What follows belongs to an exercise in optimizing a design on an open flow for small area and a short achievable clock period; a production flow would make more cautious choices. RTL that was checked went through simulation tests only; none was proved equivalent to the original. Only the layout flow was run in runs 2 to 4; the RTL was not checked for function there. No activity file was given, so power comes from the tool's default toggle rates.

File: flow/constraint.sdc
create_clock -name core_clock -period 3.2 [get_ports {s_axi4l}]
set_input_delay 0.6400 -clock core_clock [delete_from_list [all_inputs] [get_ports {s_axi4l}]]
set_output_delay 0.6400 -clock core_clock [all_outputs]
set_load 0.01 [all_outputs]
File: flow/config.mk
export PLATFORM = sky130hd
export DESIGN_NAME = dma_write
export DESIGN_NICKNAME = dma_write
export VERILOG_FILES = /design/flow/design.v
export SDC_FILE = /design/flow/constraint.sdc
export NUM_CORES = 4
export LEC_CHECK = 0
export CAP_MARGIN = 20
export CORE_MARGIN = 2
export CORE_UTILIZATION = 50
export SETUP_SLACK_MARGIN = 0.6
export SLEW_MARGIN = 20
File: flow/run.sh
#!/bin/bash
# synth_recipe.tcl (not shown) runs the flow's synth.tcl, then flattens the netlist and writes it again
# the make line also repeats each setting of config.mk as NAME=value (left out here)
make -C /OpenROAD-flow-scripts/flow DESIGN_CONFIG=/design/flow/config.mk WORK_HOME=/design/flow/orfs CLKGATE_MAP_FILE= SYNTH_SCRIPT=/design/flow/synth_recipe.tcl finish
File: flow/design.v
package dma_write_pkg;
    typedef logic [4-1:0]            id_t;
    typedef logic [32-1:0]          addr_t;
    typedef logic [8-1:0]           len_t;
    typedef logic [64-1:0]          data_t;
    typedef logic [2-1:0]          resp_t;
    typedef logic [8-1:0]     issue_cnt_t;
    typedef logic [5:0]                         regadr_t;
    typedef logic [32-1:0]    axi4l_data_t;
    typedef logic [32/8-1:0]  axi4l_strb_t;
    typedef struct packed {
        id_t    id;
        addr_t  addr;
        len_t   len;
    } aw_req_t;
    typedef struct packed {
        logic   last;
        data_t  data;
    } w_beat_t;
endpackage
module dma_sync_fifo #(
    parameter int  WIDTH     = 1,
    parameter int  PTR_BITS  = 3
) (
    input  logic     s_axi4l,
    input  logic     rst,
    input  logic [WIDTH-1:0] s_data,
    input  logic     s_valid,
    output logic     s_ready,
    output logic [WIDTH-1:0] m_data,
    output logic     m_valid,
    input  logic     m_ready
);
    localparam int DEPTH = 1 << PTR_BITS;
    logic [WIDTH-1:0]    mem [0:DEPTH-1];
    logic [PTR_BITS:0]   wr_ptr;
    logic [PTR_BITS:0]   rd_ptr;
    logic                mem_empty;
    logic                mem_full;
    logic                push;
    logic                load;
    logic                bypass;
    assign mem_empty = (wr_ptr == rd_ptr);
    assign mem_full  = (wr_ptr[PTR_BITS] != rd_ptr[PTR_BITS]) &&
                       (wr_ptr[PTR_BITS-1:0] == rd_ptr[PTR_BITS-1:0]);
    assign s_ready = !mem_full;
    assign push    = s_valid && s_ready;
    assign load    = !m_valid || m_ready;
    assign bypass  = push && mem_empty && load;
    always_ff @(posedge s_axi4l) begin
        if (push && !bypass) begin
            mem[wr_ptr[PTR_BITS-1:0]] <= s_data;
        end
    end
    always_ff @(posedge s_axi4l) begin
        if (load) begin
            m_data <= mem_empty ? s_data : mem[rd_ptr[PTR_BITS-1:0]];
        end
    end
    always_ff @(posedge s_axi4l) begin
        if (rst) begin
            wr_ptr  <= '0;
            rd_ptr  <= '0;
            m_valid <= 1'b0;
        end else begin
            if (push && !bypass) begin
                wr_ptr <= wr_ptr + 1'b1;
            end
            if (load) begin
                if (!mem_empty) begin
                    rd_ptr <= rd_ptr + 1'b1;
                end
                m_valid <= !mem_empty || push;
            end
        end
    end
endmodule
module dma_write_regs (
    input  logic                              s_axi4l,
    input  logic                              rst,
    input  logic [8-1:0]   axi4l_awaddr,
    input  logic                              axi4l_awvalid,
    output logic                              axi4l_awready,
    input  dma_write_pkg::axi4l_data_t        axi4l_wdata,
    input  dma_write_pkg::axi4l_strb_t        axi4l_wstrb,
    input  logic                              axi4l_wvalid,
    output logic                              axi4l_wready,
    output dma_write_pkg::resp_t              axi4l_bresp,
    output logic                              axi4l_bvalid,
    input  logic                              axi4l_bready,
    input  logic [8-1:0]   axi4l_araddr,
    input  logic                              axi4l_arvalid,
    output logic                              axi4l_arready,
    output dma_write_pkg::axi4l_data_t        axi4l_rdata,
    output dma_write_pkg::resp_t              axi4l_rresp,
    output logic                              axi4l_rvalid,
    input  logic                              axi4l_rready,
    output dma_write_pkg::aw_req_t            req,
    output logic                              req_valid,
    input  logic                              req_ready,
    output dma_write_pkg::len_t               len,
    output logic                              len_valid,
    input  logic                              len_ready,
    input  dma_write_pkg::resp_t              m_bresp,
    input  logic                              m_bvalid,
    output logic                              m_bready
);
    dma_write_pkg::id_t          reg_awid;
    dma_write_pkg::addr_t        reg_awaddr;
    dma_write_pkg::len_t         reg_awlen;
    logic         aw_pending;
    logic         len_pending;
    logic         resp_error;
    dma_write_pkg::issue_cnt_t   issue_cnt;
    dma_write_pkg::issue_cnt_t   issue_cnt_next;
    dma_write_pkg::regadr_t      regadr_wr;
    dma_write_pkg::regadr_t      regadr_rd;
    logic         wr_en;
    logic         rd_en;
    logic         launch;
    logic         resp_accept;
    function automatic dma_write_pkg::axi4l_data_t write_mask(
        input dma_write_pkg::axi4l_data_t org,
        input dma_write_pkg::axi4l_data_t data,
        input dma_write_pkg::axi4l_strb_t strb
    );
        dma_write_pkg::axi4l_data_t result;
        for (int i = 0; i < 32; i++) begin
            result[i] = strb[i/8] ? data[i] : org[i];
        end
        write_mask = result;
    endfunction
    assign regadr_wr = (6)'(axi4l_awaddr >> 2);
    assign regadr_rd = (6)'(axi4l_araddr >> 2);
    assign axi4l_awready = axi4l_awvalid && axi4l_wvalid && (!axi4l_bvalid || axi4l_bready);
    assign axi4l_wready  = axi4l_awready;
    assign axi4l_bresp   = '0;
    assign wr_en  = axi4l_awvalid && axi4l_awready;
    assign launch = wr_en && (regadr_wr == 6'h11);
    always_ff @(posedge s_axi4l) begin
        if (rst) begin
            axi4l_bvalid <= 1'b0;
        end else if (wr_en) begin
            axi4l_bvalid <= 1'b1;
        end else if (axi4l_bready) begin
            axi4l_bvalid <= 1'b0;
        end
    end
    assign resp_accept    = m_bvalid && m_bready;
    assign issue_cnt_next = issue_cnt + (8)'(launch) - (8)'(resp_accept);
    always_ff @(posedge s_axi4l) begin
        if (rst) begin
            reg_awid    <= '0;
            reg_awaddr  <= '0;
            reg_awlen   <= '0;
            aw_pending  <= 1'b0;
            len_pending <= 1'b0;
            resp_error  <= 1'b0;
            issue_cnt   <= '0;
        end else begin
            if (req_valid && req_ready) begin
                aw_pending <= 1'b0;
            end
            if (len_valid && len_ready) begin
                len_pending <= 1'b0;
            end
            if (wr_en) begin
                case (regadr_wr)
                    6'h08: begin
                        resp_error <= 1'b0;
                    end
                    6'h10: begin
                        reg_awid <= (4)'(write_mask((32)'(reg_awid),
                                                     axi4l_wdata, axi4l_wstrb));
                    end
                    6'h11: begin
                        reg_awaddr  <= (32)'(write_mask((32)'(reg_awaddr),
                                                          axi4l_wdata, axi4l_wstrb));
                        aw_pending  <= 1'b1;
                        len_pending <= 1'b1;
                    end
                    6'h12: begin
                        reg_awlen <= (8)'(write_mask((32)'(reg_awlen),
                                                       axi4l_wdata, axi4l_wstrb));
                    end
                    default: ;
                endcase
            end
            if (resp_accept && m_bresp != '0) begin
                resp_error <= 1'b1;
            end
            issue_cnt <= issue_cnt_next;
        end
    end
    assign req       = {reg_awid, reg_awaddr, reg_awlen};
    assign req_valid = aw_pending;
    assign len       = reg_awlen;
    assign len_valid = len_pending;
    assign m_bready  = (issue_cnt != '0);
    assign axi4l_arready = !axi4l_rvalid || axi4l_rready;
    assign axi4l_rresp   = '0;
    assign rd_en         = axi4l_arvalid && axi4l_arready;
    always_ff @(posedge s_axi4l) begin
        if (rd_en) begin
            case (regadr_rd)
                6'h00:   axi4l_rdata <= 32'hd3a0_0101;
                6'h08:    axi4l_rdata <= (32)'({resp_error, len_pending,
                                                                  aw_pending});
                6'h09: axi4l_rdata <= (32)'(issue_cnt);
                6'h10:      axi4l_rdata <= (32)'(reg_awid);
                6'h11:    axi4l_rdata <= (32)'(reg_awaddr);
                6'h12:     axi4l_rdata <= (32)'(reg_awlen);
                default:            axi4l_rdata <= '0;
            endcase
        end
    end
    always_ff @(posedge s_axi4l) begin
        if (rst) begin
            axi4l_rvalid <= 1'b0;
        end else if (rd_en) begin
            axi4l_rvalid <= 1'b1;
        end else if (axi4l_rready) begin
            axi4l_rvalid <= 1'b0;
        end
    end
endmodule
module dma_wlast_gen (
    input  logic                     s_axi4l,
    input  logic                     rst,
    input  dma_write_pkg::len_t      len,
    input  logic                     len_valid,
    output logic                     len_ready,
    input  dma_write_pkg::data_t     axi4s_tdata,
    input  logic                     axi4s_tvalid,
    output logic                     axi4s_tready,
    output dma_write_pkg::w_beat_t   beat,
    output logic                     beat_valid,
    input  logic                     beat_ready
);
    logic   active;
    dma_write_pkg::len_t   remain;
    logic   last;
    logic   accept;
    assign accept = axi4s_tvalid && axi4s_tready;
    assign len_ready = !active || (last && accept);
    always_ff @(posedge s_axi4l) begin
        if (rst) begin
            active <= 1'b0;
            remain <= '0;
            last   <= 1'b0;
        end else if (len_ready) begin
            active <= len_valid;
            remain <= len - 1'b1;
            last   <= (len == '0);
        end else if (accept) begin
            remain <= remain - 1'b1;
            last   <= (remain == '0);
        end
    end
    assign axi4s_tready = beat_ready && active;
    assign beat_valid   = axi4s_tvalid && active;
    assign beat         = {last, axi4s_tdata};
endmodule
module dma_write (
    input  logic                              s_axi4l,
    input  logic                              rst,
    input  logic [8-1:0]   axi4l_awaddr,
    input  logic                              axi4l_awvalid,
    output logic                              axi4l_awready,
    input  dma_write_pkg::axi4l_data_t        axi4l_wdata,
    input  dma_write_pkg::axi4l_strb_t        axi4l_wstrb,
    input  logic                              axi4l_wvalid,
    output logic                              axi4l_wready,
    output dma_write_pkg::resp_t              axi4l_bresp,
    output logic                              axi4l_bvalid,
    input  logic                              axi4l_bready,
    input  logic [8-1:0]   axi4l_araddr,
    input  logic                              axi4l_arvalid,
    output logic                              axi4l_arready,
    output dma_write_pkg::axi4l_data_t        axi4l_rdata,
    output dma_write_pkg::resp_t              axi4l_rresp,
    output logic                              axi4l_rvalid,
    input  logic                              axi4l_rready,
    input  dma_write_pkg::data_t              axi4s_tdata,
    input  logic                              axi4s_tvalid,
    output logic                              axi4s_tready,
    output dma_write_pkg::id_t                m_awid,
    output dma_write_pkg::addr_t              m_awaddr,
    output dma_write_pkg::len_t               m_awlen,
    output logic                              m_awvalid,
    input  logic                              m_awready,
    output dma_write_pkg::data_t              m_wdata,
    output logic                              m_wlast,
    output logic                              m_wvalid,
    input  logic                              m_wready,
    input  dma_write_pkg::resp_t              m_bresp,
    input  logic                              m_bvalid,
    output logic                              m_bready
);
    dma_write_pkg::aw_req_t    req;
    logic       req_valid;
    logic       req_ready;
    dma_write_pkg::aw_req_t    aw_out;
    dma_write_pkg::len_t       len;
    logic       len_valid;
    logic       len_ready;
    dma_write_pkg::len_t       lfifo_len;
    logic       lfifo_valid;
    logic       lfifo_ready;
    dma_write_pkg::w_beat_t    beat;
    logic       beat_valid;
    logic       beat_ready;
    dma_write_pkg::w_beat_t    w_out;
    dma_write_regs i_regs (
        .s_axi4l, .rst,
        .axi4l_awaddr, .axi4l_awvalid, .axi4l_awready,
        .axi4l_wdata, .axi4l_wstrb, .axi4l_wvalid, .axi4l_wready,
        .axi4l_bresp, .axi4l_bvalid, .axi4l_bready,
        .axi4l_araddr, .axi4l_arvalid, .axi4l_arready,
        .axi4l_rdata, .axi4l_rresp, .axi4l_rvalid, .axi4l_rready,
        .req, .req_valid, .req_ready,
        .len, .len_valid, .len_ready,
        .m_bresp, .m_bvalid, .m_bready
    );
    dma_sync_fifo #(.WIDTH(4 + 32 + 8), .PTR_BITS(3)) i_aw_fifo (
        .s_axi4l, .rst,
        .s_data(req), .s_valid(req_valid), .s_ready(req_ready),
        .m_data(aw_out), .m_valid(m_awvalid), .m_ready(m_awready)
    );
    dma_sync_fifo #(.WIDTH(8), .PTR_BITS(3)) i_len_fifo (
        .s_axi4l, .rst,
        .s_data(len), .s_valid(len_valid), .s_ready(len_ready),
        .m_data(lfifo_len), .m_valid(lfifo_valid), .m_ready(lfifo_ready)
    );
    dma_wlast_gen i_wlast_gen (
        .s_axi4l, .rst,
        .len(lfifo_len), .len_valid(lfifo_valid), .len_ready(lfifo_ready),
        .axi4s_tdata, .axi4s_tvalid, .axi4s_tready,
        .beat, .beat_valid, .beat_ready
    );
    dma_sync_fifo #(.WIDTH(1 + 64), .PTR_BITS(4)) i_w_fifo (
        .s_axi4l, .rst,
        .s_data(beat), .s_valid(beat_valid), .s_ready(beat_ready),
        .m_data(w_out), .m_valid(m_wvalid), .m_ready(m_wready)
    );
    assign m_awid   = aw_out.id;
    assign m_awaddr = aw_out.addr;
    assign m_awlen  = aw_out.len;
    assign m_wdata  = w_out.data;
    assign m_wlast  = w_out.last;
endmodule
==> results of run 1 <==
[cells in the final DEF, fill, tap and decap left out, types with 42 or more instances in the layout]
cell type and count:
o21ai_0 64, nand3_1 44, buf_4 90, clkbuf_16 182, buf_12 77, dfxtp_1 86
a21oi_1 57, mux4_2 429, mux2i_1 78, mux2_2 65, nor2_1 55, clkinv_1 42
clkdlybuf4s50_1 269, nand2_1 112, edfxtp_1 1605
[repair_timing]
action                                  4_1_cts  5_1_grt
cloned                                        3        0
buffers inserted                             10       12
endpoints found under the setup margin       95      373
gates resized for setup                      33       37
pin swaps                                     5        9
endpoints found under the hold margin         0        0
[state kept, by name (all words and copies together) (netlist names), 8 cells and up, named ones only]
signal              cells
i_w_fifo.mem         1040
i_regs.axi4l_rdata     32
i_regs.reg_awaddr      32
i_len_fifo.m_data       8
i_aw_fifo.m_data       44
i_len_fifo.mem         64
i_regs.reg_awlen        8
i_w_fifo.m_data        65
i_regs.issue_cnt        8
i_wlast_gen.remain      8
i_aw_fifo.mem         352
[per-stage QoR]
step / total power, mW / hold slack [ps] / utilization (%) / TNS (ps)
finish: 49.95 / 339.7 / 59.92 / 0
global route: 51.63 / 326.5 / 59.92 / 0
CTS: 50.19 / 279.7 / 59.74 / 0
detailed placement: 30.10 / 451.1 / 55.22 / -31.18
global placement: 29.97 / 448.0 / 55.22 / -84.90
floorplan: 28.35 / 425.8 / - / -36720
[routing by layer]
layer  vias to the layer above  GRT usage [%]
li1                      13639              -
met1                     17015          30.93
met2                       905          35.83
met3                       200          3.832
met4                        16          5.540
met5                         -              0
[cell type report]
cell class	count	area share (%)
multi-input cells	1160	19.12
well taps	1755	2.798
clock buffers	223	6.051
flip-flops and latches	1711	64.19
diodes	1	0.003189
clock inverters	106	1.161
inverters	31	0.1578
repair buffers	446	6.515
[cells in the mapped netlist (all sizes together), types with 3 or more instances]
master / count / area share [%]
a21o: 13 / 0.15
a21oi: 62 / 0.47
a222oi: 4 / 0.061
a2bb2oi: 3 / 0.040
a31oi: 9 / 0.086
and2: 20 / 0.19
buf: 67 / 0.72
clkbuf: 97 / 0.55
dfxtp: 106 / 3.2
edfxtp: 1605 / 73
ha: 21 / 0.40
inv: 31 / 0.18
mux2: 69 / 1.2
mux2i: 79 / 1.2
mux4: 429 / 15
nand2: 117 / 0.67
nand2b: 11 / 0.10
nand3: 45 / 0.34
nand3b: 3 / 0.034
nor2: 73 / 0.42
nor2b: 14 / 0.13
nor3: 21 / 0.16
nor4: 6 / 0.067
o2111ai: 3 / 0.040
o21ai: 67 / 0.51
o22ai: 3 / 0.029
or3: 5 / 0.048
or4: 6 / 0.068
xnor2: 23 / 0.31
xor2: 10 / 0.13
[power groups by stage]
stage | registers [mW] | clock network (mW) | logic [mW]
2_1_floorplan | 25.7 | 0 | 2.67
3_3_place_gp | 25.7 | 0 | 4.32
3_5_place_dp | 25.7 | 0 | 4.43
4_1_cts | 25.2 | 20.3 | 4.67
5_1_grt | 25.2 | 21.2 | 5.18
6_report | 25.2 | 19.9 | 4.82
[worst max-delay path, stage by stage, from the launching register on]
cell,delay [ps]
dfxtp_1,400
xnor2_2,510
nand2_2,200
a211o_4,470
nor3_4,400
buf_4,350
[how the worst max path moves through the flow]
| stage | start | to | cells past startpoint |
|---|---|---|---|
| 2_1_floorplan | i_w_fifo.wr_ptr[3] | i_w_fifo.mem[0][0] | 7 |
| 5_1_grt | i_w_fifo.rd_ptr[4] | i_w_fifo.mem[3][20] | 5 |
| 4_1_cts | i_w_fifo.rd_ptr[4] | axi4s_tready | 3 |
| 3_5_place_dp | axi4l_awaddr[6] | i_regs.issue_cnt[6] | 10 |
| 6_report | i_w_fifo.rd_ptr[4] | i_w_fifo.mem[3][20] | 5 |
| 3_3_place_gp | axi4l_awaddr[6] | i_regs.issue_cnt[6] | 10 |
[logic make-up (layout without fill, tap and decap cells)]
kind of cell	Yosys count	in the layout	share of synthesized area, %
fa+ha+maj	22	22	0.4299
compound gates	188	188	1.691
mux	577	577	17.07
other cells	1	5	0.005701
flops	1711	1711	76.49
simple gates	336	336	2.423
buf+inv	195	806	1.447
xor+xnor	33	33	0.4394
==> metrics.cfg, run 1 <==
[critical_path]
cp_max_fo=12
cp.required_ps=3660
r2r-start=i_w_fifo.rd_ptr[4]
rr_worst_depth=5
worstPathArrival_ps=3140
r2r_slack_ps=530
critPathCaptureType=register
reg2reg_to=i_w_fifo.mem[3][20]
worstSetupPathType=reg -> reg
start_kind=register

[min_path]
hp-class=in -> reg
hold_depth=2
min_to=i_regs.issue_cnt[4]
min_from=rst

[power]
seqPwrFrac_pct=50.5
cellLeakagePower_nw=25.12
peakVddDrop_mv=0.5240
p_sw_mw=10.89
p_int_mw=39.06
power_frac_comb_pct=9.6
swShare_pct=21.80
clkPwrFrac_pct=39.9
p_per_area_nw_per_um2=636.5

[die]
die_area_um2=134500
start_util_pct=50.23
core_um2=131000
num_rows=133
fp.dieH_um=366.7
die_w_um=366.7
pin_count=283

[cells_and_area]
area_growth_pct=19.29
fin_cells=5433
seq_area_um2=50370
fin_area_um2=78470
multi_input_area_um2=15010
fin_nets=3677
drive_gt1_share_pct=27.60
n_fill_cell=9314

[synthesis]
synth.cell_area_um2=65780
ys_seq_area_share_pct=76.49
async_reset_ff_share_pct=0
synth_cell_types=65
synth_edf_count=1605
yosysWarningCount=5
ys_seq_elements=1711
synth_flop_cell=edfxtp_1
synthCells=3063
synth.avg_cell_area_um2=21.48

[timing]
max_slew_margin_pct=28.96
max_slew.worst_pin.slew_ps=1058
fin_ws_ps=526.2
hold_violations=0
slew_violations=0
fmax_mhz=374.0
period_share_pct=83.56
fin_crit_ps=2674
clock_skew_ps=26.43
setup_viol_count_final=0
rsz0062_at_grt=true

[detailed_routing]
via_count=31775
highest_layer=met5
dr.pass1.iters=6
ant_nets=0
vias_per_cell=5.849
wl_met2_mm=72.81
drt_iter0_drc=3041
post_drt_wl_per_cell_um=26.82
drt-met1-wl_mm=62.51
drc=0
wl_met3_mm=7.755
finalWirelength_mm=145.7

[clocking]
root_buffer=clkbuf_16
cts_tree=built
hold_buffers=0
insertion_delay_ps=800
cts_made_buffers=176
cts_sinks=1711
h-tree-depth=4
cts.reportedPaths.clkPinSlew_ps=60
clock_path_buffers=3

[placement]
dp_hpwl_mm=83.55
io_buffers=274
postPlaceCellArea_um2=72310
preCtsSetupSlack_ps=-31.18
dp_cells=5078
globalplace.congestion=0.7661

[global_routing]
grt_max_degree=77
grt_util_all_layers_pct=21.92
gr-total-overflow=0
grt_pass1_wl_mm=217.8
antenna_found_initial=13
grt_pass1_vias=33476

[run_status]
status=timing/DRC/antenna clean

[job]
drv_cap=0

==> inputs of run 2 (changes only) <==
--- a/flow/design.v
+++ b/flow/design.v
@@ -33,43 +33,59 @@
 );
     localparam int DEPTH = 1 << PTR_BITS;
     logic [WIDTH-1:0]    mem [0:DEPTH-1];
-    logic [PTR_BITS:0]   wr_ptr;
-    logic [PTR_BITS:0]   rd_ptr;
+    logic [PTR_BITS-1:0] wr_ptr;
+    logic [PTR_BITS-1:0] rd_ptr;
+    logic [PTR_BITS:0]   count;
+    logic [PTR_BITS:0]   count_next;
     logic                mem_empty;
     logic                mem_full;
     logic                push;
     logic                load;
-    logic                bypass;
-    assign mem_empty = (wr_ptr == rd_ptr);
-    assign mem_full  = (wr_ptr[PTR_BITS] != rd_ptr[PTR_BITS]) &&
-                       (wr_ptr[PTR_BITS-1:0] == rd_ptr[PTR_BITS-1:0]);
+    logic                wr_inc;
+    logic                rd_inc;
+    logic [WIDTH-1:0]    rd_word;
+    assign mem_full = count[PTR_BITS];
     assign s_ready = !mem_full;
-    assign push    = s_valid && s_ready;
+    assign push    = s_valid && !mem_full;
     assign load    = !m_valid || m_ready;
-    assign bypass  = push && mem_empty && load;
+    assign wr_inc  = push && !(mem_empty && load);
+    assign rd_inc  = load && !mem_empty;
     always_ff @(posedge s_axi4l) begin
-        if (push && !bypass) begin
-            mem[wr_ptr[PTR_BITS-1:0]] <= s_data;
+        for (int i = 0; i < DEPTH; i++) begin
+            if (!mem_full && wr_ptr == PTR_BITS'(i)) begin
+                mem[i] <= s_data;
+            end
+        end
+    end
+    always_comb begin
+        rd_word = {WIDTH{mem_empty}} & s_data;
+        for (int i = 0; i < DEPTH; i++) begin
+            rd_word = rd_word | ({WIDTH{!mem_empty && rd_ptr == PTR_BITS'(i)}} & mem[i]);
         end
     end
     always_ff @(posedge s_axi4l) begin
         if (load) begin
-            m_data <= mem_empty ? s_data : mem[rd_ptr[PTR_BITS-1:0]];
+            m_data <= rd_word;
         end
     end
+    assign count_next = count + (PTR_BITS+1)'(wr_inc) - (PTR_BITS+1)'(rd_inc);
     always_ff @(posedge s_axi4l) begin
         if (rst) begin
-            wr_ptr  <= '0;
-            rd_ptr  <= '0;
-            m_valid <= 1'b0;
+            wr_ptr    <= '0;
+            rd_ptr    <= '0;
+            count     <= '0;
+            mem_empty <= 1'b1;
+            m_valid   <= 1'b0;
         end else begin
-            if (push && !bypass) begin
+            if (wr_inc) begin
                 wr_ptr <= wr_ptr + 1'b1;
             end
+            if (rd_inc) begin
+                rd_ptr <= rd_ptr + 1'b1;
+            end
+            count     <= count_next;
+            mem_empty <= (count_next == '0);
             if (load) begin
-                if (!mem_empty) begin
-                    rd_ptr <= rd_ptr + 1'b1;
-                end
                 m_valid <= !mem_empty || push;
             end
         end
--- a/flow/config.mk
+++ b/flow/config.mk
@@ -8,5 +8,5 @@
 export CAP_MARGIN = 20
 export CORE_MARGIN = 2
 export CORE_UTILIZATION = 50
-export SETUP_SLACK_MARGIN = 0.6
+export SETUP_SLACK_MARGIN = 1.4
 export SLEW_MARGIN = 20
==> run 2 against run 1 <==
Die area shrank 1.2%. Area after synthesis shrank 1.2%. Power grew 24%. Clock power grew 3%. Via count grew 35%. Sequential power grew 8.3%.
==> metrics.cfg, run 2 <==
[global_routing]
grt_pass1_wl_mm=284.6  ; +31%
grt_max_degree=69  ; -10%
antenna_found_initial=12  ; -1
grt_util_all_layers_pct=30.06  ; +8.1 points
gr-total-overflow=0  ; unchanged
grt_pass1_vias=39548  ; +18%

[synthesis]
synth_top_family_by_area=compound AO/OA/AOI/OAI gates
synth_compound_area_share_pct=10.32  ; +8.6 points
synth_area_leader_cell=edfxtp_1
synthCells=3784  ; +24%
synthAdderAreaFrac_pct=1.220  ; +0.79 points
synth_cell_types=78  ; +20%
synth_area_leaders=edfxtp_1 (74%), mux2i_1 (3.3%), dfxtp_1 (3.3%)
synth.avg_cell_area_um2=17.18  ; -20%
synth_flop_cell=edfxtp_1
synth_edf_count=1605  ; unchanged
synthMuxAreaShare_pct=3.830  ; -13 points
yosys.area_share.xor_xnor_pct=0.3098  ; -0.13 points
yosysWarningCount=8  ; +3
async_reset_ff_share_pct=0  ; unchanged
ys_seq_area_share_pct=77.40  ; +0.90 points
ys_seq_elements=1711  ; unchanged
synthSimpleGateAreaFrac_pct=4.675  ; +2.3 points
synth.cell_area_um2=65010  ; -1.2%
synth_top_area_share_pct=74.13  ; +0.87 points
post-synth-top-count-cell=edfxtp_1
netlist_top_cells_count=edfxtp_1 (1605), a22oi_1 (279), mux2i_1 (215)

[die]
num_rows=132  ; -0.75%
die_area_um2=132900  ; -1.2%
fp.dieH_um=364.6  ; -0.58%
pin_count=283  ; unchanged
core_um2=129300  ; -1.3%
start_util_pct=50.27  ; about the same
die_w_um=364.6  ; -0.58%

[placement]
dp_hpwl_mm=102.5  ; +23%
io_buffers=274  ; unchanged
globalplace.congestion=0.8035  ; +4.9%
preCtsSetupSlack_ps=111.9  ; +143.0 ps

[cells_and_area]
drive_gt1_share_pct=35.50  ; +7.9 points
area_growth_pct=35.86
layout_common_cells=edfxtp_1 (1605), buf_4 (270), clkbuf_16 (234)
fin_nets=4947  ; +35%
final_common_cell=edfxtp_1
largest_register_ff_count=1040  ; unchanged
postLayoutCoreUtil_pct=68.30  ; +8.4 points

[clocking]
cts.reportedPaths.clkPinSlew_ps=80  ; +20 ps
insertion_delay_ps=820  ; +20 ps
cts_sinks=1711  ; unchanged
h-tree-depth=4  ; unchanged
clock_path_buffers=3  ; unchanged
root_buffer=clkbuf_16
cts_made_buffers=173  ; -1.7%
cts_tree=built
hold_buffers=0  ; unchanged

[critical_path]
crit_path_top_delay_cell=dfxtp_4
start_kind=register
worstSetupPathType=reg -> reg
critPathCaptureType=register
crit_chain=inv_4, ha_4, buf_6, and4b_4, buf_12, a222oi_1, nand3_1, or3_1
r2r-start=i_w_fifo.rd_ptr[1]
worstPathArrival_ps=2980  ; -160 ps
cp-startpoint=i_w_fifo.rd_ptr[1]
cp_max_fo=6  ; -6
cp.required_ps=3740  ; +80 ps
rr_worst_depth=8  ; +3
slowest_delay_ps=430  ; -80 ps

[timing]
rsz0062_at_grt=true
fmax_mhz=410.0  ; +9.6%
period_share_pct=76.22  ; -7.3 points
max_slew_margin_pct=42.37  ; +13 points
slew_violations=0  ; unchanged
fin_crit_ps=2439  ; -234.8 ps
setup_viol_count_final=0  ; unchanged
max_slew.worst_pin.slew_ps=863.3  ; -195.2 ps
hold_violations=0  ; unchanged
fin_ws_ps=761.0  ; +234.8 ps
clock_skew_ps=35.80  ; +9.377 ps
setup-tns-final_ps=0  ; unchanged

[power]
swShare_pct=27.85  ; +6.0 points
seqPwrFrac_pct=44.2  ; -6.3 points
cellLeakagePower_nw=30.05  ; +20%
peakVddDrop_mv=0.6781  ; +29%
p_int_mw=44.53  ; +14%
p_per_area_nw_per_um2=698.8  ; +9.8%
clkPwrFrac_pct=33.2  ; -6.7 points
power_frac_comb_pct=22.6  ; +13 points
p_sw_mw=17.19  ; +58%

[detailed_routing]
drt_iter0_drc=6246  ; +110%
dr.pass1.iters=7  ; +1
ant_nets=0  ; unchanged
post_drt_wl_per_cell_um=33.81  ; +26%
finalWirelength_mm=224.7  ; +54%
vias_per_cell=6.445  ; +10%
via_count=42828  ; +35%
drc=0  ; unchanged

[min_path]
hp-class=in -> reg
min_from=rst
hold_depth=2  ; unchanged

[job]
drv_cap=0  ; unchanged

[run_status]
status=timing/DRC/antenna clean

==> run 2: changes by cell type after synthesis, moves of 27 or more <==
cell      change
mux4_2      -425
a22oi_1     +279
mux2i_1     +136
a221oi_1    +104
nand3_1      +72
o22ai_1      +58
inv_1        +57
a222oi_1     +47
mux2_2       -44
a22o_1       +43
ha_1         +36
buf_2        +35
nand2_1      -32
clkbuf_1     +27
==> run 2: logic make-up (layout without fill, tap and decap cells) <==
family	count (synthesis)	count (layout)
simple gates	538	556
flops	1711	1711
xor+xnor	23	23
mux	241	241
buf+inv	323	1416
fa+ha+maj	61	61
compound gates	886	886
other cells	1	9
==> run 2: path summary, 6_finish.rpt <==
kind / to / slack [ps]
max: i_w_fifo.m_data[52] / 760
min: i_regs.axi4l_bvalid / 300
max reg2reg: i_w_fifo.m_data[52] / 760
min reg2reg: i_regs.resp_error / 500
==> run 2: power groups by stage <==
stage                     Combinational, mW  Clock, mW  Sequential, mW
after floorplan                        4.93          0            27.7
after global placement                 9.45          0            27.8
after detailed placement               9.50          0            27.8
after CTS                              11.7       20.5            27.3
after global routing                   14.6       21.5            27.4
final                                  14.0       20.5            27.3
==> run 2: layer usage <==
| layer | vias to the layer above | global-route usage [%] | wire length [um] |
|---|---|---|---|
| li1 | 17515 | - | - |
| met1 | 21705 | 40.36 | 80520 |
| met2 | 2885 | 48.45 | 104000 |
| met3 | 707 | 6.191 | 25880 |
| met4 | 16 | 11.73 | 14230 |
| met5 | - | 0 | 87 |
==> run 2: critical path, delay by kind of cell (launching register included) <==
kind                       cells  cell delay (ps)
DFF                            1              430
and+or+nand+nor                3              730
buffers and inverters          3              370
AOI/OAI and AO/OA              1              420
adders and majority gates      1              170
==> run 2: timing repair <==
action                                  4_1_cts  5_1_grt
pin swaps                                   220      240
endpoints found under the setup margin     1344     1249
gates cloned                                 49       70
gates resized for setup                    1233      525
buffers inserted                            286      137
endpoints found under the hold margin         0        0
==> run 2: per-stage QoR <==
step                std cells  hold WS [ps]  area [um2]  power (mW)
finish                   6645         300.8       88330       61.72
global route             6641         305.4       88320       63.54
CTS                      6433         255.3       82740       59.50
detailed placement       5782         491.5       71270       37.26
global placement         5782         484.6       71270       37.21
floorplan                3787         441.8       65350       32.61
==> run 2: cell type report <==
type | instances | area, um2
repair buffers | 1011 | 12780
clock buffers | 229 | 4727
clock inverters | 87 | 973.4
well taps | 1742 | 2180
multi-input cells | 1771 | 16890
inverters | 89 | 365.4
diodes | 5 | 12.51
fillers | 8148 | 40990
flip-flops and latches | 1711 | 50400
==> inputs of run 3 (changes only) <==
--- a/flow/design.v
+++ b/flow/design.v
@@ -27,24 +27,26 @@
     input  logic [WIDTH-1:0] s_data,
     input  logic     s_valid,
     output logic     s_ready,
+    output logic     s_ready_next,
     output logic [WIDTH-1:0] m_data,
     output logic     m_valid,
     input  logic     m_ready
 );
     localparam int DEPTH = 1 << PTR_BITS;
     logic [WIDTH-1:0]    mem [0:DEPTH-1];
-    logic [PTR_BITS-1:0] wr_ptr;
-    logic [PTR_BITS-1:0] rd_ptr;
-    logic [PTR_BITS:0]   count;
-    logic [PTR_BITS:0]   count_next;
+    logic [DEPTH-1:0]    wr_sel;
+    logic [DEPTH-1:0]    rd_sel;
     logic                mem_empty;
     logic                mem_full;
+    logic                one_left;
+    logic                one_free;
     logic                push;
     logic                load;
     logic                wr_inc;
     logic                rd_inc;
+    logic                empty_next;
+    logic                full_next;
     logic [WIDTH-1:0]    rd_word;
-    assign mem_full = count[PTR_BITS];
     assign s_ready = !mem_full;
     assign push    = s_valid && !mem_full;
     assign load    = !m_valid || m_ready;
@@ -52,39 +54,43 @@
     assign rd_inc  = load && !mem_empty;
     always_ff @(posedge s_axi4l) begin
         for (int i = 0; i < DEPTH; i++) begin
-            if (!mem_full && wr_ptr == PTR_BITS'(i)) begin
+            if (!mem_full && wr_sel[i]) begin
                 mem[i] <= s_data;
             end
         end
     end
     always_comb begin
-        rd_word = {WIDTH{mem_empty}} & s_data;
+        rd_word = '0;
         for (int i = 0; i < DEPTH; i++) begin
-            rd_word = rd_word | ({WIDTH{!mem_empty && rd_ptr == PTR_BITS'(i)}} & mem[i]);
+            rd_word = rd_word | ({WIDTH{rd_sel[i]}} & mem[i]);
         end
     end
     always_ff @(posedge s_axi4l) begin
         if (load) begin
-            m_data <= rd_word;
+            m_data <= mem_empty ? s_data : rd_word;
         end
     end
-    assign count_next = count + (PTR_BITS+1)'(wr_inc) - (PTR_BITS+1)'(rd_inc);
+    assign one_left   = |({rd_sel[DEPTH-2:0], rd_sel[DEPTH-1]} & wr_sel);
+    assign one_free   = |({wr_sel[DEPTH-2:0], wr_sel[DEPTH-1]} & rd_sel);
+    assign empty_next = mem_empty ? !wr_inc : (one_left && rd_inc && !wr_inc);
+    assign full_next  = mem_full  ? !rd_inc : (one_free && wr_inc && !rd_inc);
+    assign s_ready_next = !full_next;
     always_ff @(posedge s_axi4l) begin
         if (rst) begin
-            wr_ptr    <= '0;
-            rd_ptr    <= '0;
-            count     <= '0;
+            wr_sel    <= DEPTH'(1);
+            rd_sel    <= DEPTH'(1);
             mem_empty <= 1'b1;
+            mem_full  <= 1'b0;
             m_valid   <= 1'b0;
         end else begin
             if (wr_inc) begin
-                wr_ptr <= wr_ptr + 1'b1;
+                wr_sel <= {wr_sel[DEPTH-2:0], wr_sel[DEPTH-1]};
             end
             if (rd_inc) begin
-                rd_ptr <= rd_ptr + 1'b1;
+                rd_sel <= {rd_sel[DEPTH-2:0], rd_sel[DEPTH-1]};
             end
-            count     <= count_next;
-            mem_empty <= (count_next == '0);
+            mem_empty <= empty_next;
+            mem_full  <= full_next;
             if (load) begin
                 m_valid <= !mem_empty || push;
             end
@@ -129,6 +135,9 @@
     logic         resp_error;
     dma_write_pkg::issue_cnt_t   issue_cnt;
     dma_write_pkg::issue_cnt_t   issue_cnt_next;
+    dma_write_pkg::issue_cnt_t   issue_cnt_inc;
+    dma_write_pkg::issue_cnt_t   issue_cnt_dec;
+    logic         bready_next;
     dma_write_pkg::regadr_t      regadr_wr;
     dma_write_pkg::regadr_t      regadr_rd;
     logic         wr_en;
@@ -163,7 +172,25 @@
         end
     end
     assign resp_accept    = m_bvalid && m_bready;
-    assign issue_cnt_next = issue_cnt + (8)'(launch) - (8)'(resp_accept);
+    always_comb begin
+        logic carry;
+        logic borrow;
+        carry  = 1'b1;
+        borrow = 1'b1;
+        for (int i = 0; i < 8; i++) begin
+            issue_cnt_inc[i] = issue_cnt[i] ^ carry;
+            issue_cnt_dec[i] = issue_cnt[i] ^ borrow;
+            carry            = carry & issue_cnt[i];
+            borrow           = borrow & !issue_cnt[i];
+        end
+    end
+    always_comb begin
+        case ({launch, resp_accept})
+            2'b10:   begin issue_cnt_next = issue_cnt_inc; bready_next = (issue_cnt != '1); end
+            2'b01:   begin issue_cnt_next = issue_cnt_dec; bready_next = (issue_cnt != (8)'(1)); end
+            default: begin issue_cnt_next = issue_cnt;     bready_next = (issue_cnt != '0); end
+        endcase
+    end
     always_ff @(posedge s_axi4l) begin
         if (rst) begin
             reg_awid    <= '0;
@@ -173,6 +200,7 @@
             len_pending <= 1'b0;
             resp_error  <= 1'b0;
             issue_cnt   <= '0;
+            m_bready    <= 1'b0;
         end else begin
             if (req_valid && req_ready) begin
                 aw_pending <= 1'b0;
@@ -206,13 +234,13 @@
                 resp_error <= 1'b1;
             end
             issue_cnt <= issue_cnt_next;
+            m_bready  <= bready_next;
         end
     end
     assign req       = {reg_awid, reg_awaddr, reg_awlen};
     assign req_valid = aw_pending;
     assign len       = reg_awlen;
     assign len_valid = len_pending;
-    assign m_bready  = (issue_cnt != '0);
     assign axi4l_arready = !axi4l_rvalid || axi4l_rready;
     assign axi4l_rresp   = '0;
     assign rd_en         = axi4l_arvalid && axi4l_arready;
@@ -251,29 +279,44 @@
     output logic                     axi4s_tready,
     output dma_write_pkg::w_beat_t   beat,
     output logic                     beat_valid,
-    input  logic                     beat_ready
+    input  logic                     beat_ready,
+    input  logic                     beat_ready_next
 );
     logic   active;
-    dma_write_pkg::len_t   remain;
+    logic   active_next;
+    dma_write_pkg::len_t   remain;      
+    dma_write_pkg::len_t   remain_dec;
     logic   last;
     logic   accept;
     assign accept = axi4s_tvalid && axi4s_tready;
-    assign len_ready = !active || (last && accept);
+    assign len_ready   = !active || (last && accept);
+    assign active_next = len_ready ? len_valid : active;
+    always_comb begin
+        logic borrow;
+        borrow = 1'b1;
+        for (int i = 0; i < 8; i++) begin
+            remain_dec[i] = remain[i] ^ borrow;
+            borrow        = borrow & !remain[i];
+        end
+    end
     always_ff @(posedge s_axi4l) begin
         if (rst) begin
-            active <= 1'b0;
-            remain <= '0;
-            last   <= 1'b0;
-        end else if (len_ready) begin
-            active <= len_valid;
-            remain <= len - 1'b1;
-            last   <= (len == '0);
-        end else if (accept) begin
-            remain <= remain - 1'b1;
-            last   <= (remain == '0);
+            active       <= 1'b0;
+            remain       <= '0;
+            last         <= 1'b0;
+            axi4s_tready <= 1'b0;
+        end else begin
+            if (len_ready) begin
+                active <= len_valid;
+                remain <= len;
+                last   <= (len == '0);
+            end else if (accept) begin
+                remain <= remain_dec;
+                last   <= (remain == (8)'(1));
+            end
+            axi4s_tready <= beat_ready_next && active_next;
         end
     end
-    assign axi4s_tready = beat_ready && active;
     assign beat_valid   = axi4s_tvalid && active;
     assign beat         = {last, axi4s_tdata};
 endmodule
@@ -326,6 +369,7 @@
     dma_write_pkg::w_beat_t    beat;
     logic       beat_valid;
     logic       beat_ready;
+    logic       beat_ready_next;
     dma_write_pkg::w_beat_t    w_out;
     dma_write_regs i_regs (
         .s_axi4l, .rst,
@@ -340,23 +384,23 @@
     );
     dma_sync_fifo #(.WIDTH(4 + 32 + 8), .PTR_BITS(3)) i_aw_fifo (
         .s_axi4l, .rst,
-        .s_data(req), .s_valid(req_valid), .s_ready(req_ready),
+        .s_data(req), .s_valid(req_valid), .s_ready(req_ready), .s_ready_next(),
         .m_data(aw_out), .m_valid(m_awvalid), .m_ready(m_awready)
     );
     dma_sync_fifo #(.WIDTH(8), .PTR_BITS(3)) i_len_fifo (
         .s_axi4l, .rst,
-        .s_data(len), .s_valid(len_valid), .s_ready(len_ready),
+        .s_data(len), .s_valid(len_valid), .s_ready(len_ready), .s_ready_next(),
         .m_data(lfifo_len), .m_valid(lfifo_valid), .m_ready(lfifo_ready)
     );
     dma_wlast_gen i_wlast_gen (
         .s_axi4l, .rst,
         .len(lfifo_len), .len_valid(lfifo_valid), .len_ready(lfifo_ready),
         .axi4s_tdata, .axi4s_tvalid, .axi4s_tready,
-        .beat, .beat_valid, .beat_ready
+        .beat, .beat_valid, .beat_ready, .beat_ready_next
     );
     dma_sync_fifo #(.WIDTH(1 + 64), .PTR_BITS(4)) i_w_fifo (
         .s_axi4l, .rst,
-        .s_data(beat), .s_valid(beat_valid), .s_ready(beat_ready),
+        .s_data(beat), .s_valid(beat_valid), .s_ready(beat_ready), .s_ready_next(beat_ready_next),
         .m_data(w_out), .m_valid(m_wvalid), .m_ready(m_wready)
     );
     assign m_awid   = aw_out.id;
==> flow/flow/run.sh (new file) <==
#!/bin/bash
set -euo pipefail
bash standard.sh "BUFFER_PORTS_ARGS=-buffer_cell sky130_fd_sc_hd__buf_2" finish > make_flow.log 2>&1
==> flow/standard.sh (new file) <==
#!/bin/bash
# synth_recipe.tcl (not shown) runs the flow's synth.tcl, then flattens the netlist and writes it again
# the make line also repeats each setting of config.mk as NAME=value (left out here)
make -C /OpenROAD-flow-scripts/flow DESIGN_CONFIG=/design/flow/config.mk WORK_HOME=/design/flow/orfs CLKGATE_MAP_FILE= SYNTH_SCRIPT=/design/flow/synth_recipe.tcl "${@:-finish}"
--- a/flow/config.mk
+++ b/flow/config.mk
@@ -7,6 +7,8 @@
 export LEC_CHECK = 0
 export CAP_MARGIN = 20
 export CORE_MARGIN = 2
-export CORE_UTILIZATION = 50
-export SETUP_SLACK_MARGIN = 1.4
+export CORE_UTILIZATION = 55
+export CTS_CLUSTER_DIAMETER = 120
+export CTS_CLUSTER_SIZE = 24
+export SETUP_SLACK_MARGIN = 1.3
 export SLEW_MARGIN = 20
removed: flow/run.sh
==> run 3 against run 2 <==
Sequential cell count rose by 36. Largest cell class unchanged. Die area shrank 10%. First-iteration DRC count decreased by 18%. Largest power group unchanged.
==> metrics.cfg, run 3 <==
[detailed_routing]
dr.pass1.iters=7  ; unchanged
ant_nets=0  ; unchanged
via_count=37899  ; -12%
post_drt_wl_per_cell_um=35.23  ; +4.2%
drc=0  ; unchanged
finalWirelength_mm=193.3  ; -14%
drt_iter0_drc=5130  ; -18%
vias_per_cell=6.906  ; +7.1%

[cells_and_area]
postLayoutCoreUtil_pct=63.52  ; -4.8 points
fin_area_um2=73510  ; -17%
area_growth_pct=14.96
final_common_cell=edfxtp_1
drive_gt1_share_pct=24.91  ; -11 points
fin_nets=4048  ; -18%
layout_common_cells=edfxtp_1 (1605), a22o_1 (269), buf_2 (255)
largest_register_ff_count=1040  ; unchanged

[synthesis]
ys_seq_elements=1747  ; +2.1%
ys_seq_area_share_pct=79.82  ; +2.4 points
synth_cell_types=63  ; -19%
synth_flop_cell=edfxtp_1
synth.cell_area_um2=63950  ; -1.6%
netlist_top_cells_count=edfxtp_1 (1605), a221oi_1 (269), a22o_1 (269)
async_reset_ff_share_pct=0  ; unchanged
post-synth-top-count-cell=edfxtp_1
yosysWarningCount=8  ; unchanged
synth_area_leaders=edfxtp_1 (75%), dfxtp_1 (4.4%), a221oi_1 (3.7%)
synth_area_leader_cell=edfxtp_1
synth.avg_cell_area_um2=17.98  ; +4.7%
synthCells=3556  ; -6.0%
synth_edf_count=1605  ; unchanged
synth_top_area_share_pct=75.37  ; +1.2 points

[global_routing]
grt_pass1_wl_mm=262.1  ; -7.9%
grt_max_degree=67  ; -2.9%
gr-total-overflow=0  ; unchanged
grt_pass1_vias=35958  ; -9.1%
grt_util_all_layers_pct=31.15  ; +1.1 points
antenna_found_initial=25  ; +13

[timing]
setup-tns-final_ps=0  ; unchanged
rsz0062_at_grt=true
clock_skew_ps=24.70  ; -11.10 ps
hold_violations=0  ; unchanged
max_slew_margin_pct=20.39  ; -22 points
setup_viol_count_final=0  ; unchanged
period_share_pct=67.49  ; -8.7 points
fin_ws_ps=1040  ; +279.3 ps
holdWs_ps=176.1  ; -124.7 ps
max_slew.worst_pin.slew_ps=1192  ; +328.3 ps
fin_crit_ps=2160  ; -279.3 ps
slew_violations=0  ; unchanged
fmax_mhz=463.0  ; +13%

[power]
swShare_pct=19.63  ; -8.2 points
p_sw_mw=7.306  ; -57%
p_int_mw=29.92  ; -33%
seqPwrFrac_pct=66.9  ; +23 points
peakVddDrop_mv=0.5765  ; -15%
power_frac_comb_pct=1.8  ; -21 points
p_per_area_nw_per_um2=506.3  ; -28%
cellLeakagePower_nw=24.34  ; -19%
clkPwrFrac_pct=31.3  ; -1.9 points

[die]
die_area_um2=119000  ; -10%
die_w_um=345.0  ; -5.4%
fp.dieH_um=345.0  ; -5.4%
start_util_pct=55.25  ; +5.0 points
core_um2=115700  ; -11%
num_rows=125  ; -5.3%
pin_count=283  ; unchanged

[clocking]
cts_tree=built
h-tree-depth=3  ; -1
cts_sinks=1747  ; +2.1%
insertion_delay_ps=720  ; -100 ps
cts.reportedPaths.clkPinSlew_ps=90  ; about the same
root_buffer=clkbuf_16
clock_path_buffers=3  ; unchanged
cts_made_buffers=82  ; -53%

[critical_path]
start_kind=register
cp.required_ps=2560  ; -1180 ps
critPathCaptureType=primary output
crit_path_top_delay_cell=dfxtp_2
worstSetupPathType=reg -> out
crit_chain=nor2b_4, buf_6, nor2_4, buf_6
cp_max_fo=2  ; -4
slowest_delay_ps=340  ; -90 ps
cp_common_cell=buf_6
worstPathArrival_ps=1520  ; -1460 ps

[placement]
postPlaceCellArea_um2=67890  ; -4.7%
preCtsSetupSlack_ps=319.0  ; +207.2 ps
io_buffers=274  ; unchanged
dp_hpwl_mm=89.55  ; -13%
globalplace.congestion=0.7917  ; -1.5%

[run_status]
status=timing/DRC/antenna clean

[min_path]
hp-class=in -> reg

[job]
drv_cap=0  ; unchanged

-- run 3: metrics by stage --
| step | std cells | total power, mW |
|---|---|---|
| after floorplan | 3559 | 25.66 |
| final | 5488 | 37.22 |
| after global routing | 5484 | 38.13 |
| after global placement | 5207 | 26.01 |
| after detailed placement | 5207 | 26.04 |
| after CTS | 5422 | 37.34 |
-- run 3: cell families (layout without fill, tap and decap cells) --
kind of cell,after synthesis,after routing,synth area share (%)
flip-flops,1747,1747,79.82
AO/OA/AOI/OAI,954,954,12.01
XOR/XNOR,6,6,0.08218
adder cells (fa/ha/maj),8,8,0.1565
buffers and inverters,275,670,1.724
multiplexers,154,154,2.641
AND/OR/NAND/NOR,411,411,3.563
other,1,14,0.005864
-- run 3: timing repair --
item,4_1_cts,5_1_grt
setup endpoints to repair,399,364
hold buffers,0,0
buffers inserted,87,42
cloned,1,14
endpoints found under the hold margin,0,0
gates resized for setup,69,181
pin swaps,14,41
-- run 3: power groups by stage --
| stage | Clock, mW | Combinational [mW] | Sequential (mW) |
|---|---|---|---|
| 2_1_floorplan | 0 | 0.206 | 25.5 |
| 4_1_cts | 11.8 | 0.639 | 24.9 |
| 3_5_place_dp | 0 | 0.625 | 25.4 |
| 3_3_place_gp | 0 | 0.600 | 25.4 |
| 6_report | 11.7 | 0.664 | 24.9 |
| 5_1_grt | 12.5 | 0.719 | 24.9 |
-- run 3: layout make-up --
type | instances | area (um2)
Clock buffer | 120 | 2195
Inverter | 17 | 70.07
Timing Repair Buffer | 526 | 5059
Antenna cell | 10 | 25.02
Sequential cell | 1747 | 51140
Multi-Input combinational cell | 1537 | 13040
Tap cell | 1524 | 1907
Clock inverter | 7 | 78.83
Fill cell | 7970 | 42220
-- run 3: path summary, 6_finish.rpt --
path | start | to | slack, ps | cells after the start
max | i_regs.axi4l_bvalid | axi4l_awready | 1040 | 4
max reg2reg | i_regs.axi4l_bvalid | i_regs.issue_cnt[7] | 1120 | 9
min reg2reg | i_wlast_gen.remain[1] | i_wlast_gen.remain[1] | 480 | 2
min | axi4l_arvalid | i_regs.axi4l_rvalid | 180 | 3
-- run 3: worst max-delay path: cells and delay by family (launching register included) --
family	cells	cell delay (ps)
DFF	1	340
buffers and inverters	2	250
and+or+nand+nor	2	220
-- run 3: routing by layer --
metal,GRT usage (%),wire (um)
met4,10.57,6980
met3,4.804,17740
met1,42.14,73380
met2,52.03,95100
met5,0,125
==> inputs of run 4 (changes only) <==
--- a/flow/design.v
+++ b/flow/design.v
@@ -66,7 +66,9 @@
         end
     end
     always_ff @(posedge s_axi4l) begin
-        if (load) begin
+        if (rst) begin
+            m_data <= '0;
+        end else if (load) begin
             m_data <= mem_empty ? s_data : rd_word;
         end
     end
@@ -245,7 +247,9 @@
     assign axi4l_rresp   = '0;
     assign rd_en         = axi4l_arvalid && axi4l_arready;
     always_ff @(posedge s_axi4l) begin
-        if (rd_en) begin
+        if (rst) begin
+            axi4l_rdata <= '0;
+        end else if (rd_en) begin
             case (regadr_rd)
                 6'h00:   axi4l_rdata <= 32'hd3a0_0101;
                 6'h08:    axi4l_rdata <= (32)'({resp_error, len_pending,
==> run 4 against run 3 <==
Sequential share of layout area fell by 0.84 points. Largest power group unchanged. Still clean on timing, DRC and antenna. Largest cell class unchanged. Non-clock buffer count fell by 59. Final area fell by 1.5%.
==> metrics.cfg, run 4 <==
[run_status]
status=timing/DRC/antenna clean

[timing]
period_share_pct=67.34  ; -0.15 points
fmax_mhz=464.0  ; +0.22%
slew_violations=0  ; unchanged
max_slew.worst_pin.slew_ps=1044  ; -148.0 ps
clock_skew_ps=23.90  ; -0.8040 ps
setup-tns-final_ps=0  ; unchanged
setup_viol_count_final=0  ; unchanged
fin_crit_ps=2155  ; -4.750 ps
hold_violations=0  ; unchanged
max_slew_margin_pct=30.28  ; +9.9 points
rsz0062_at_grt=true

[cells_and_area]
area_growth_pct=11.86
layout_common_cells=edfxtp_1 (1456), a221oi_1 (356), a22o_1 (321)
fin_nets=4349  ; +7.4%
final_common_cell=edfxtp_1
drive_gt1_share_pct=16.71  ; -8.2 points
largest_register_ff_count=1040  ; unchanged

[die]
pin_count=283  ; unchanged
num_rows=125  ; unchanged
die_w_um=347.0  ; +0.60%
die_area_um2=120400  ; +1.2%
fp.dieH_um=347.0  ; +0.60%
start_util_pct=55.55  ; +0.29 points
core_um2=116500  ; +0.68%

[synthesis]
synth_cell_types=66  ; +4.8%
ys_seq_elements=1747  ; unchanged
synth.avg_cell_area_um2=16.26  ; -9.6%
post-synth-top-count-cell=edfxtp_1
synth_area_leader_cell=edfxtp_1
synth.cell_area_um2=64720  ; +1.2%
synth_area_leaders=edfxtp_1 (68%), dfxtp_1 (9.0%), a221oi_1 (4.8%)
synth_flop_cell=edfxtp_1
synth_top_area_share_pct=67.55  ; -7.8 points
synthCells=3981  ; +12%
netlist_top_cells_count=edfxtp_1 (1456), a221oi_1 (357), a22o_1 (321)
async_reset_ff_share_pct=0  ; unchanged
yosysWarningCount=8  ; unchanged
ys_seq_area_share_pct=76.55  ; -3.3 points
synth_edf_count=1456  ; -9.3%

[clocking]
cts_tree=built
insertion_delay_ps=710  ; about the same
root_buffer=clkbuf_16
cts_sinks=1747  ; unchanged
cts.reportedPaths.clkPinSlew_ps=100  ; about the same
h-tree-depth=3  ; unchanged
clock_path_buffers=3  ; unchanged
cts_made_buffers=82  ; unchanged

[power]
p_per_area_nw_per_um2=519.2  ; +2.5%
peakVddDrop_mv=0.4505  ; -22%
power_mw=37.59  ; +0.99%
cellLeakagePower_nw=23.52  ; -3.4%

[global_routing]
grt_max_degree=86  ; +28%
grt_util_all_layers_pct=32.22  ; +1.1 points
antenna_found_initial=15  ; -40%
gr-total-overflow=0  ; unchanged
grt_pass1_vias=37944  ; +5.5%
grt_pass1_wl_mm=279.4  ; +6.6%

[placement]
dp_hpwl_mm=95.87  ; +7.1%
globalplace.congestion=0.8249  ; +4.2%
io_buffers=274  ; unchanged

[critical_path]
critPathCaptureType=register
cp-startpoint=i_regs.axi4l_bvalid
start_kind=register
r2r-start=i_regs.axi4l_bvalid
worstPathArrival_ps=2780  ; +1260 ps
reg2reg_to=i_regs.issue_cnt[7]
r2r_slack_ps=1050  ; -70 ps
rr_worst_depth=8  ; -1
worstSetupPathType=reg -> reg
cp.required_ps=3830  ; +1270 ps
cp_max_fo=4  ; +2
cp-endpoint=i_regs.issue_cnt[7]

[detailed_routing]
drc=0  ; unchanged
ant_nets=0  ; unchanged
post_drt_wl_per_cell_um=34.30  ; -2.6%
drt_iter0_drc=5294  ; +3.2%
drt-met1-wl_mm=79.65  ; +8.5%
via_count=40087  ; +5.8%
wl_met3_mm=17.43  ; -1.8%
highest_layer=met5
dr.pass1.iters=6  ; -1
finalWirelength_mm=199.1  ; +3.0%
wl_met2_mm=95.46  ; +0.38%
vias_per_cell=6.907  ; about the same

[min_path]
hp-class=in -> reg

[job]
drv_cap=0  ; unchanged

run 4: changes by cell type in the layout (fill, tap and decap cells not counted), sizes merged, moves of 57 or more:
cell	delta
dfxtp	+149
edfxtp	-149
a22oi	-128
mux2	-118
a21oi	+107
nand4	-92
a221oi	+88
nand2	+68
a31oi	+65
and3b	+65
and4	+65
o21ai	+58
a21o	+57
run 4: worst min-delay path by stage:
stage | startpoint | endpoint | slack [ps] | depth (start not counted)
floorplan | i_wlast_gen.remain[1] | i_wlast_gen.remain[1] | 430 | 2
global placement | i_regs.axi4l_rdata[19] | i_regs.axi4l_rdata[19] | 440 | 2
detailed placement | i_regs.axi4l_rdata[12] | i_regs.axi4l_rdata[12] | 450 | 2
CTS | axi4l_wvalid | i_regs.axi4l_bvalid | 150 | 3
global route | axi4l_wdata[28] | i_regs.reg_awaddr[28] | 170 | 3
finish | axi4l_wdata[14] | i_regs.reg_awaddr[14] | 190 | 3
run 4: cell type report:
class	count	area (um2)
sequential	1747	49750
fill	8607	44120
multi-input combinational	1900	14280
timing repair buffer	467	4000
clock buffer	148	2385
tap	1524	1907
inverter	14	52.55
clock inverter	2	23.77
antenna	2	5.005
run 4: what timing repair did:
action	CTS	global route
hold buffers	0	0
pin swaps	16	14
resized for setup	112	53
setup endpoints to repair	594	115
buffers inserted	41	28
hold endpoints to repair	0	0
gates cloned	4	1
run 4: power by group:
group | leakage [nW] | total, mW | switching [mW] | internal (mW)
registers | 15.7 | 24.6 | 0.0650 | 24.5
logic | 6.67 | 0.924 | 0.601 | 0.323
clock network | 1.14 | 12.1 | 6.94 | 5.12
run 4: through the flow:
step	setup WS, ps	util [%]	hold WS, ps	std cells	cell area [um2]
final	1045	62.14	192.5	5804	72400
after global routing	961.0	62.14	173.3	5804	72400
after CTS	1087	61.71	145.2	5773	71910
after detailed placement	358.1	58.74	447.1	5578	68440
after global placement	364.9	58.74	436.8	5578	68440
after floorplan	673.0	-	431.9	3984	64860
run 4: cells by family (layout without fill, tap and decap cells):
group,Yosys count,in the layout,share of synthesized area [%]
XOR/XNOR,8,8,0.1083
buffers and inverters,340,631,2.125
multiplexers,26,26,0.4021
AND/OR/NAND/NOR,544,547,5.193
AO/OA/AOI/OAI,1307,1307,15.46
adder cells (fa/ha/maj),8,8,0.1547
other,1,6,0.005794
flip-flops,1747,1747,76.55
run 4: per-layer routing:
metal,vias to the layer above,GRT usage [%]
met1,20962,45.62
met3,288,5.170
met4,14,9.104
met5,-,0
li1,16852,-
met2,1971,52.11
run 4: worst max-delay path, stage by stage (launching register included):
cell     delay [ps]
dfxtp_2         330
nor2b_4         140
nor4_4          220
nand2_4         150
ha_4            200
and4b_2         300
a32oi_2          70
or4_1           550
a21oi_1         130
==> inputs of run 5 (changes only) <==
--- a/flow/design.v
+++ b/flow/design.v
@@ -36,6 +36,7 @@
     logic [WIDTH-1:0]    mem [0:DEPTH-1];
     logic [DEPTH-1:0]    wr_sel;
     logic [DEPTH-1:0]    rd_sel;
+    logic [PTR_BITS:0]   count;
     logic                mem_empty;
     logic                mem_full;
     logic                one_left;
@@ -66,14 +67,12 @@
         end
     end
     always_ff @(posedge s_axi4l) begin
-        if (rst) begin
-            m_data <= '0;
-        end else if (load) begin
+        if (load) begin
             m_data <= mem_empty ? s_data : rd_word;
         end
     end
-    assign one_left   = |({rd_sel[DEPTH-2:0], rd_sel[DEPTH-1]} & wr_sel);
-    assign one_free   = |({wr_sel[DEPTH-2:0], wr_sel[DEPTH-1]} & rd_sel);
+    assign one_left   = (count == (PTR_BITS+1)'(1));
+    assign one_free   = (count == (PTR_BITS+1)'(DEPTH-1));
     assign empty_next = mem_empty ? !wr_inc : (one_left && rd_inc && !wr_inc);
     assign full_next  = mem_full  ? !rd_inc : (one_free && wr_inc && !rd_inc);
     assign s_ready_next = !full_next;
@@ -81,6 +80,7 @@
         if (rst) begin
             wr_sel    <= DEPTH'(1);
             rd_sel    <= DEPTH'(1);
+            count     <= '0;
             mem_empty <= 1'b1;
             mem_full  <= 1'b0;
             m_valid   <= 1'b0;
@@ -91,6 +91,11 @@
             if (rd_inc) begin
                 rd_sel <= {rd_sel[DEPTH-2:0], rd_sel[DEPTH-1]};
             end
+            if (wr_inc && !rd_inc) begin
+                count <= count + 1'b1;
+            end else if (rd_inc && !wr_inc) begin
+                count <= count - 1'b1;
+            end
             mem_empty <= empty_next;
             mem_full  <= full_next;
             if (load) begin
@@ -174,18 +179,8 @@
         end
     end
     assign resp_accept    = m_bvalid && m_bready;
-    always_comb begin
-        logic carry;
-        logic borrow;
-        carry  = 1'b1;
-        borrow = 1'b1;
-        for (int i = 0; i < 8; i++) begin
-            issue_cnt_inc[i] = issue_cnt[i] ^ carry;
-            issue_cnt_dec[i] = issue_cnt[i] ^ borrow;
-            carry            = carry & issue_cnt[i];
-            borrow           = borrow & !issue_cnt[i];
-        end
-    end
+    assign issue_cnt_inc  = issue_cnt + 1'b1;
+    assign issue_cnt_dec  = issue_cnt - 1'b1;
     always_comb begin
         case ({launch, resp_accept})
             2'b10:   begin issue_cnt_next = issue_cnt_inc; bready_next = (issue_cnt != '1); end
@@ -247,9 +242,7 @@
     assign axi4l_rresp   = '0;
     assign rd_en         = axi4l_arvalid && axi4l_arready;
     always_ff @(posedge s_axi4l) begin
-        if (rst) begin
-            axi4l_rdata <= '0;
-        end else if (rd_en) begin
+        if (rd_en) begin
             case (regadr_rd)
                 6'h00:   axi4l_rdata <= 32'hd3a0_0101;
                 6'h08:    axi4l_rdata <= (32)'({resp_error, len_pending,
@@ -288,21 +281,12 @@
 );
     logic   active;
     logic   active_next;
-    dma_write_pkg::len_t   remain;      
-    dma_write_pkg::len_t   remain_dec;
+    dma_write_pkg::len_t   remain;
     logic   last;
     logic   accept;
     assign accept = axi4s_tvalid && axi4s_tready;
     assign len_ready   = !active || (last && accept);
     assign active_next = len_ready ? len_valid : active;
-    always_comb begin
-        logic borrow;
-        borrow = 1'b1;
-        for (int i = 0; i < 8; i++) begin
-            remain_dec[i] = remain[i] ^ borrow;
-            borrow        = borrow & !remain[i];
-        end
-    end
     always_ff @(posedge s_axi4l) begin
         if (rst) begin
             active       <= 1'b0;
@@ -312,11 +296,11 @@
         end else begin
             if (len_ready) begin
                 active <= len_valid;
-                remain <= len;
+                remain <= len - 1'b1;
                 last   <= (len == '0);
             end else if (accept) begin
-                remain <= remain_dec;
-                last   <= (remain == (8)'(1));
+                remain <= remain - 1'b1;
+                last   <= (remain == '0);
             end
             axi4s_tready <= beat_ready_next && active_next;
         end
--- a/flow/config.mk
+++ b/flow/config.mk
@@ -7,8 +7,8 @@
 export LEC_CHECK = 0
 export CAP_MARGIN = 20
 export CORE_MARGIN = 2
-export CORE_UTILIZATION = 55
-export CTS_CLUSTER_DIAMETER = 120
-export CTS_CLUSTER_SIZE = 24
-export SETUP_SLACK_MARGIN = 1.3
+export CORE_UTILIZATION = 50
+export CTS_CLUSTER_DIAMETER = 150
+export CTS_CLUSTER_SIZE = 30
+export SETUP_SLACK_MARGIN = 1.2
 export SLEW_MARGIN = 20
==> run 5 against run 4 <==
Final area down 0.95%. Still clean on timing, DRC and antenna. Largest cell class unchanged. Global-route usage down 5.9 points. Register-to-register slack hardly changed. Combinational power fell by 25%.
==> metrics.cfg, run 5 <==
[global_routing]
gr-total-overflow=0  ; unchanged
grt_pass1_vias=34904  ; -8.0%
antenna_found_initial=24  ; +9
grt_util_all_layers_pct=26.29  ; -5.9 points

[timing]
rsz0062_at_grt=true
max_slew.worst_pin.slew_ps=1000  ; -43.66 ps
hold_violations=0  ; unchanged
max_slew_margin_pct=33.33  ; +3.1 points
clock_skew_ps=38.19  ; +14.29 ps
holdWs_ps=171.8  ; -20.72 ps

[detailed_routing]
vias_per_cell=6.511  ; -5.7%
post_drt_wl_per_cell_um=31.36  ; -8.6%
finalWirelength_mm=177.0  ; -11%
via_count=36747  ; -8.3%
drt_iter0_drc=4590  ; -13%
drc=0  ; unchanged

[cells_and_area]
largest_register_ff_count=1040  ; unchanged
multi_input_area_um2=12640  ; -11%
postLayoutCoreUtil_pct=56.09  ; -6.0 points
layout_common_cells=edfxtp_1 (1605), buf_2 (273), a22o_1 (260)
fin_area_um2=71710  ; -0.95%
area_growth_pct=11.08

[placement]
io_buffers=274  ; unchanged
postPlaceCellArea_um2=68420  ; about the same

[synthesis]
synth_flop_cell=edfxtp_1
ys_seq_elements=1760  ; +0.74%
synthCells=3647  ; -8.4%
synth_compound_area_share_pct=11.71  ; -3.7 points
yosysWarningCount=8  ; unchanged
synthAdderAreaFrac_pct=0.3682  ; +0.21 points
synth_area_leaders=edfxtp_1 (75%), dfxtp_1 (4.8%), a221oi_1 (3.5%)
synth_top_area_share_pct=74.66  ; +7.1 points
synth_area_leader_cell=edfxtp_1
synth.cell_area_um2=64560  ; -0.25%
synth.avg_cell_area_um2=17.70  ; +8.9%
synth_cell_types=73  ; +11%
netlist_top_cells_count=edfxtp_1 (1605), a221oi_1 (261), a22o_1 (260)
synth_top_family_by_area=compound AO/OA/AOI/OAI gates
yosys.area_share.xor_xnor_pct=0.2171  ; +0.11 points
ys_seq_area_share_pct=79.46  ; +2.9 points
synth_edf_count=1605  ; +10%
synthSimpleGateAreaFrac_pct=3.896  ; -1.3 points
post-synth-top-count-cell=edfxtp_1
synthMuxAreaShare_pct=2.665  ; +2.3 points

[critical_path]
start_kind=register
worstSetupPathType=reg -> reg
r2r-start=i_regs.axi4l_bvalid
rr_worst_depth=8  ; unchanged
cp_max_fo=5  ; +1
cp.required_ps=3830  ; about the same
cp-startpoint=i_regs.axi4l_bvalid
cp-endpoint=i_regs.issue_cnt[7]
critPathCaptureType=register

[die]
die_area_um2=132000  ; +9.6%
pin_count=283  ; unchanged
core_um2=127800  ; +9.7%
fp.dieH_um=363.3  ; +4.7%
die_w_um=363.3  ; +4.7%
start_util_pct=50.50  ; -5.1 points

[run_status]
status=timing/DRC/antenna clean

[clocking]
h-tree-depth=3  ; unchanged
hold_buffers=0  ; unchanged
cts_sinks=1760  ; +0.74%
insertion_delay_ps=710  ; about the same
cts.reportedPaths.clkPinSlew_ps=120  ; +20 ps
root_buffer=clkbuf_16

[job]
drv_cap=0  ; unchanged

[power]
p_per_area_nw_per_um2=511.0  ; -1.6%

[min_path]
hp-class=in -> reg

==> run 5: metrics by stage <==
stage | cells | setup slack [ps]
final | 5644 | 1047
after floorplan | 3650 | 257.5
after detailed placement | 5448 | 208.8
after CTS | 5608 | 1086
after global placement | 5448 | 287.9
after global routing | 5641 | 1004
==> run 5: kinds of logic (layout without fill, tap and decap cells) <==
| group | count (synthesis) | after routing |
|---|---|---|
| flip-flops | 1760 | 1760 |
| AND/OR/NAND/NOR | 455 | 455 |
| other | 1 | 9 |
| multiplexers | 157 | 157 |
| AO/OA/AOI/OAI | 970 | 970 |
| buffers and inverters | 269 | 596 |
| XOR/XNOR | 16 | 16 |
| adder cells (fa/ha/maj) | 19 | 19 |
==> run 5: worst min path at each step <==
| stage | cells past startpoint | startpoint | endpoint |
|---|---|---|---|
| 4_1_cts | 3 | axi4l_arvalid | i_regs.axi4l_rvalid |
| 3_3_place_gp | 2 | i_w_fifo.wr_sel[9] | i_w_fifo.wr_sel[10] |
| 5_1_grt | 3 | axi4l_wdata[17] | i_regs.reg_awaddr[17] |
| 2_1_floorplan | 2 | i_regs.resp_error | i_regs.resp_error |
| 3_5_place_dp | 2 | i_w_fifo.wr_sel[7] | i_w_fifo.wr_sel[8] |
| 6_report | 3 | axi4l_arvalid | i_regs.axi4l_rvalid |
==> run 5: layout make-up <==
type / count / share of cell area [%]
clock inverter: 7 / 0.09945
inverter: 28 / 0.1675
multi-input combinational: 1621 / 17.62
sequential: 1760 / 71.66
timing repair buffer: 458 / 4.943
antenna: 5 / 0.01745
clock buffer: 103 / 2.586
tap: 1662 / 2.900
==> run 5: worst max-delay path, cell delays in order, from the launching register on <==
cell	delay, ps
dfxtp_2	340
nor2b_4	200
nor4_4	60
nand2_2	130
ha_4	170
or4b_4	470
a21o_1	230
or3_1	360
a21oi_1	130
==> run 5: power breakdown <==
group | switching [mW] | internal, mW | leakage [nW]
Combinational | 0.451 | 0.238 | 6.11
Clock | 6.75 | 4.13 | 0.924
Sequential | 0.0567 | 25.0 | 16.2
Total | 7.26 | 29.4 | 23.3
==> run 5: per-layer routing <==
metal | wire length (um) | track usage [%] | vias up
li1 | - | - | 15616
met1 | 71550 | 36.05 | 19172
met2 | 86910 | 43.80 | 1649
met3 | 13820 | 4.458 | 288
met4 | 4611 | 6.997 | 22
met5 | 126 | 0 | -
==> run 5: timing repair <==
action	in CTS	in global routing
cloned	0	1
gates resized for setup	45	28
setup endpoints to repair	180	67
pin swaps	11	10
buffers inserted	50	30

==> static timing again, ports no longer ideal <==
The results above use ideal ports. As a check the final layouts listed here were re-extracted and re-timed, cells and wires unchanged.
Step 1, drivers: a clkbuf_16 drives s_axi4l and a buf_2 each remaining input, both assumed.
Step 2 times the ports against the registers' clock, not the clock port: input delays grow and output delays shrink by t, the midpoint of the rising clock arrivals with the driver on.
a / b / c = no drivers / after step 1 / after step 2; a / b = the first two.
run | shift t [ns] | slack for setup (ns)
run 1 | 0.860 | 0.526 / 0.470 / 0.042
run 2 | 0.887 | 0.761 / 0.761 / 0.122
run 3 | 0.786 | 1.040 / 0.961 / 0.357
run 4 | 0.768 | 1.045 / 1.045 / 0.341
run 5 | 0.765 | 1.047 / 1.014 / 0.411
After both steps setup and hold are still met in every run listed.
